This design comes from an exercise in tuning for a short achievable clock period and few clock cycles on the open sky130 flow, not from production work.
The RTL was checked by simulation tests, not by an equivalence proof against the original design.
Power is estimated from default activity; no workload was simulated.

==> garnet: inputs <==
==> flow/design.v <==
package mem_pkg;
    typedef enum logic [1:0] {
        MNONE    = 2'b00,
        MREAD    = 2'b01,
        MWRITE   = 2'b10,
        MILLEGAL = 2'b11
    } mem_cmd_e;
    localparam logic [8:0] LED_ADDR_DEF = 9'h100;
    localparam logic [8:0] SW_ADDR_DEF  = 9'h140;
endpackage
module rd_o22ai (
    input  logic a0,
    input  logic s0_n,
    input  logic a1,
    input  logic s1_n,
    output logic y
);
    assign y = ~((a0 | s0_n) & (a1 | s1_n));
endmodule
module rd_nand2 (
    input  logic a,
    input  logic b,
    output logic y
);
    assign y = ~(a & b);
endmodule
module rd_nor2 (
    input  logic a,
    input  logic b,
    output logic y
);
    assign y = ~(a | b);
endmodule
module ram_bit (
    input  logic       clk,
    input  logic       we,
    input  logic [7:0] addr,
    input  logic       wdata,
    output logic       rd_n0,
    output logic       rd_n1
);
    logic [255:0] mem;
    logic [15:0]  lo_n, hi_n, wlo_n;
    logic [255:0] wen;
    always_comb begin
        for (int i = 0; i < 16; i++) begin
            lo_n[i]  = !(addr[3:0] == 4'(i));
            hi_n[i]  = !(addr[7:4] == 4'(i));
            wlo_n[i] = lo_n[i] || !we;
        end
        for (int w = 0; w < 256; w++) begin
            wen[w] = !(wlo_n[w % 16] || hi_n[w / 16]);
        end
    end
    always_ff @(posedge clk) begin
        for (int w = 0; w < 256; w++) begin
            if (wen[w]) begin
                mem[w] <= wdata;
            end
        end
    end
    logic [127:0] t1;
    logic [63:0]  t2;
    logic [31:0]  t3;
    logic [15:0]  t4;
    logic [7:0]   t5;
    logic [3:0]   t6;
    logic [1:0]   t7;
    for (genvar k = 0; k < 128; k++) begin : g_l1
        rd_o22ai u (.a0(mem[2*k]), .s0_n(lo_n[(2*k) % 16]), .a1(mem[2*k+1]),
                    .s1_n(lo_n[(2*k+1) % 16]), .y(t1[k]));
    end
    for (genvar k = 0; k < 64; k++) begin : g_l2
        rd_nor2 u (.a(t1[2*k]), .b(t1[2*k+1]), .y(t2[k]));
    end
    for (genvar k = 0; k < 32; k++) begin : g_l3
        rd_nand2 u (.a(t2[2*k]), .b(t2[2*k+1]), .y(t3[k]));
    end
    for (genvar k = 0; k < 16; k++) begin : g_l4
        rd_nor2 u (.a(t3[2*k]), .b(t3[2*k+1]), .y(t4[k]));
    end
    for (genvar k = 0; k < 8; k++) begin : g_l5
        rd_o22ai u (.a0(t4[2*k]), .s0_n(hi_n[2*k]), .a1(t4[2*k+1]), .s1_n(hi_n[2*k+1]),
                    .y(t5[k]));
    end
    for (genvar k = 0; k < 4; k++) begin : g_l6
        rd_nor2 u (.a(t5[2*k]), .b(t5[2*k+1]), .y(t6[k]));
    end
    for (genvar k = 0; k < 2; k++) begin : g_l7
        rd_nand2 u (.a(t6[2*k]), .b(t6[2*k+1]), .y(t7[k]));
    end
    assign rd_n0 = t7[0];
    assign rd_n1 = t7[1];
endmodule
module ram_sp #(
    parameter int DEPTH = 256,
    parameter int AW    = 8
) (
    input  logic          clk,
    input  logic          we,
    input  logic [AW-1:0] addr,
    input  logic [15:0]   wdata,
    output logic [15:0]   rd_n0,   
    output logic [15:0]   rd_n1
);
    for (genvar b = 0; b < 16; b++) begin : g_bit
        ram_bit u_bit (
            .clk   (clk),
            .we    (we),
            .addr  (addr),
            .wdata (wdata[b]),
            .rd_n0 (rd_n0[b]),
            .rd_n1 (rd_n1[b])
        );
    end
endmodule
module mem_ctrl
#(
    parameter int         RAM_WORDS   = 256,
    parameter int         WAIT_STATES = 0,
    parameter logic [8:0] LED_ADDR    = mem_pkg::LED_ADDR_DEF,
    parameter logic [8:0] SW_ADDR     = mem_pkg::SW_ADDR_DEF
) (
    input  logic        clk,
    input  logic        reset,
    input  logic [1:0]  mem_cmd,
    input  logic [8:0]  mem_addr,
    input  logic [15:0] write_data,
    output logic [15:0] read_data,
    output logic        mem_ready,
    input  logic [7:0]  sw,
    output logic [7:0]  led,
    output logic        bus_err
);
    logic        is_rd, is_wr, is_ill;
    logic        dec_ram, dec_led, dec_sw;
    logic        access_err;
    logic [7:0]  sw_meta_reg, sw_sync_reg;
    logic [7:0]  led_reg;
    logic        err_reg;
    logic [15:0] ram_n0, ram_n1;
    logic [15:0] io_rdata;
    assign is_rd  = (mem_cmd == mem_pkg::MREAD);
    assign is_wr  = (mem_cmd == mem_pkg::MWRITE);
    assign is_ill = (mem_cmd == mem_pkg::MILLEGAL);
    assign dec_ram    = !mem_addr[8];
    assign dec_led    = (mem_addr == LED_ADDR);
    assign dec_sw     = (mem_addr == SW_ADDR);
    assign access_err = !(dec_ram || dec_led || (dec_sw && is_rd));
    always_ff @(posedge clk or negedge reset) begin
        if (!reset) begin
            sw_meta_reg <= 8'd0;
            sw_sync_reg <= 8'd0;
        end else begin
            sw_meta_reg <= sw;
            sw_sync_reg <= sw_meta_reg;
        end
    end
    always_ff @(posedge clk or negedge reset) begin
        if (!reset) begin
            led_reg <= 8'd0;
            err_reg <= 1'b0;
        end else begin
            if (is_ill || ((is_rd || is_wr) && access_err)) begin
                err_reg <= 1'b1;
            end
            if (is_wr && dec_led) begin
                led_reg <= write_data[7:0];
            end
        end
    end
    ram_sp #(
        .DEPTH (RAM_WORDS),
        .AW    (8)
    ) u_ram (
        .clk   (clk),
        .we    (is_wr && dec_ram),
        .addr  (mem_addr[7:0]),
        .wdata (write_data),
        .rd_n0 (ram_n0),
        .rd_n1 (ram_n1)
    );
    assign io_rdata  = {8'd0, (led_reg & {8{dec_led}}) | (sw_sync_reg & {8{dec_sw}})};
    assign read_data = (~(ram_n0 | ram_n1) & {16{dec_ram}}) | io_rdata;
    assign mem_ready = (is_rd || is_wr) && reset;
    assign led       = led_reg;
    assign bus_err   = err_reg;
endmodule
==> flow/run.sh <==
#!/bin/bash
# synth_recipe.tcl (not shown) runs the flow's synth.tcl, then flattens the netlist and writes it again
# the make line also repeats each setting of config.mk as NAME=value (left out here)
make -C /OpenROAD-flow-scripts/flow DESIGN_CONFIG=/design/flow/config.mk WORK_HOME=/design/flow/orfs CLKGATE_MAP_FILE= SYNTH_SCRIPT=/design/flow/synth_recipe.tcl finish
==> flow/config.mk <==
export PLATFORM = sky130hd
export DESIGN_NAME = mem_ctrl
export DESIGN_NICKNAME = mem_ctrl
export VERILOG_FILES = /design/flow/design.v
export SDC_FILE = /design/flow/constraint.sdc
export NUM_CORES = 4
export LEC_CHECK = 0
export CAP_MARGIN = 20
export CORE_MARGIN = 2
export CORE_UTILIZATION = 70
export SETUP_SLACK_MARGIN = 1.5
export SLEW_MARGIN = 20
export SYNTH_HIERARCHICAL = 1
export SYNTH_MEMORY_MAX_BITS = 8192
export SYNTH_MINIMUM_KEEP_SIZE = 0
export TNS_END_PERCENT = 10
==> flow/constraint.sdc <==
create_clock -name core_clock -period 5.0 [get_ports {clk}]
set_input_delay 1.0000 -clock core_clock [delete_from_list [all_inputs] [get_ports {clk}]]
set_output_delay 1.0000 -clock core_clock [all_outputs]
set_load 0.01 [all_outputs]
==> pepper: changes against garnet <==
==> flow/design.v, changed modules only <==
module ram_sp #(
    parameter int DEPTH = 256,
    parameter int AW    = 8
) (
    input  logic          clk,
    input  logic          we,
    input  logic [AW-1:0] waddr,
    input  logic [15:0]   wdata,
    input  logic [AW-1:0] raddr,
    output logic [15:0]   rdata
);
    logic [15:0] mem [DEPTH];
    always_ff @(posedge clk) begin
        if (we) begin
            mem[waddr] <= wdata;
        end
    end
    assign rdata = mem[raddr];
endmodule
module mem_ctrl
#(
    parameter int         RAM_WORDS   = 256,
    parameter int         WAIT_STATES = 0,
    parameter logic [8:0] LED_ADDR    = mem_pkg::LED_ADDR_DEF,
    parameter logic [8:0] SW_ADDR     = mem_pkg::SW_ADDR_DEF
) (
    input  logic        clk,
    input  logic        reset,
    input  logic [1:0]  mem_cmd,
    input  logic [8:0]  mem_addr,
    input  logic [15:0] write_data,
    output logic [15:0] read_data,
    output logic        mem_ready,
    input  logic [7:0]  sw,
    output logic [7:0]  led,
    output logic        bus_err
);
    logic        is_rd, is_wr, is_ill;
    logic        dec_ram, dec_led, dec_sw;
    logic        access_err;
    logic [7:0]  sw_meta_reg, sw_sync_reg;
    logic [7:0]  led_reg;
    logic        err_reg;
    logic [15:0] ram_rdata;
    assign is_rd  = (mem_cmd == mem_pkg::MREAD);
    assign is_wr  = (mem_cmd == mem_pkg::MWRITE);
    assign is_ill = (mem_cmd == mem_pkg::MILLEGAL);
    assign dec_ram    = !mem_addr[8];
    assign dec_led    = (mem_addr == LED_ADDR);
    assign dec_sw     = (mem_addr == SW_ADDR);
    assign access_err = !(dec_ram || dec_led || (dec_sw && is_rd));
    always_ff @(posedge clk or negedge reset) begin
        if (!reset) begin
            sw_meta_reg <= 8'd0;
            sw_sync_reg <= 8'd0;
        end else begin
            sw_meta_reg <= sw;
            sw_sync_reg <= sw_meta_reg;
        end
    end
    always_ff @(posedge clk or negedge reset) begin
        if (!reset) begin
            led_reg <= 8'd0;
            err_reg <= 1'b0;
        end else begin
            if (is_ill || ((is_rd || is_wr) && access_err)) begin
                err_reg <= 1'b1;
            end
            if (is_wr && dec_led) begin
                led_reg <= write_data[7:0];
            end
        end
    end
    ram_sp #(
        .DEPTH (RAM_WORDS),
        .AW    (8)
    ) u_ram (
        .clk   (clk),
        .we    (is_wr && dec_ram),
        .waddr (mem_addr[7:0]),
        .wdata (write_data),
        .raddr (mem_addr[7:0]),
        .rdata (ram_rdata)
    );
    always_comb begin
        if (dec_ram)      read_data = ram_rdata;
        else if (dec_led) read_data = {8'd0, led_reg};
        else if (dec_sw)  read_data = {8'd0, sw_sync_reg};
        else              read_data = 16'd0;
    end
    assign mem_ready = (is_rd || is_wr) && reset;
    assign led       = led_reg;
    assign bus_err   = err_reg;
endmodule
// module rd_o22ai removed
// module rd_nand2 removed
// module rd_nor2 removed
// module ram_bit removed
CORE_UTILIZATION = 45   (was 70)
SETUP_SLACK_MARGIN = not set   (was 1.5)
SYNTH_HIERARCHICAL = not set   (was 1)
SYNTH_MINIMUM_KEEP_SIZE = not set   (was 0)
TNS_END_PERCENT = not set   (was 10)
==> summary of the runs <==
garnet produced a clean layout. pepper finished but failed the layout checks on negative setup slack. In flip-flop and latch count, garnet and pepper do not differ. Register-to-register slack: pepper is better than garnet (0.02 ns). In pepper the count of clock-buffer cells in the layout is higher than in garnet, by 9. Of garnet and pepper, garnet has the higher via count (gap 52%, measured against pepper). Against pepper, the maximum frequency of garnet is larger by about 10%. In garnet the critical path depth is higher than in pepper, by 6. In garnet the worst hold slack is worse than in pepper, by 0.0055 ns.
==> figures <==
Status: garnet timing/DRC/antenna clean; pepper failed layout checks
Layout check failures: garnet -; pepper negative setup slack
Latest clock arrival within the worst-skew pair: garnet 0.92 ns; pepper 0.99 ns
Number of antenna violations at the first check in global routing: garnet 5; pepper 21
Met3 capacity usage during global routing: garnet 6.13%; pepper 6.32%
Leak pwr: garnet 0.0615 uW; pepper 0.0627 uW
Routed len/inst: garnet 25.8 um; pepper 36.0 um
Layout-stage area growth over the synthesis result: garnet 14.0%; pepper 21.0%
Worst max-slew margin expressed relative to the limit: garnet 24.8%; pepper 19.8%
Hold WS: garnet 0.350 ns; pepper 0.355 ns
Capturing instance or port of the critical path: garnet read_data[2]; pepper read_data[9]
Final wirelength: garnet 476000 um; pepper 499000 um
Final weighted congestion in routability-driven placement: garnet 0.904; pepper 0.947
Met3 routed wirelength: garnet 52900 um; pepper 50700 um
Pin count of the biggest net entering global routing: garnet 190; pepper 166
GR met1 Demand/Resource: garnet 48.9%; pepper 37.9%
Testbench counts of garnet, summed over its fixed seeds: cycles 3,200.
Testbench counts of pepper, summed over its fixed seeds: cycles 3,200.

re-timing with driven ports:
No port has a modelled driver above. Below, the same layouts with a new extraction and two added sets of constraints.
Step 1 (the two cells are an assumption about what drives the block):
set clk [get_ports {clk}]
set_driving_cell -lib_cell sky130_fd_sc_hd__clkbuf_16 $clk
set_driving_cell -lib_cell sky130_fd_sc_hd__buf_2 [delete_from_list [all_inputs] $clk]
Step 2 times the ports against the registers' clock, not the clock port: input delays grow and output delays shrink by t, the midpoint of the rising clock arrivals with the driver on.
a / b / c = ideal ports / drivers / drivers and shift; a / b = the first two.
run | shift t [ns] | setup WS [ns] | worst slew at a driven data input, ns
garnet | 1.031 | 0.420 / 0.116 / 0.116 | 0.39
pepper | 1.079 | -0.049 / -0.302 / -0.302 | 0.27
For garnet, which loses most, drivers alone change the setup slack by -0.304 ns; drivers and shift together by -0.304 ns.
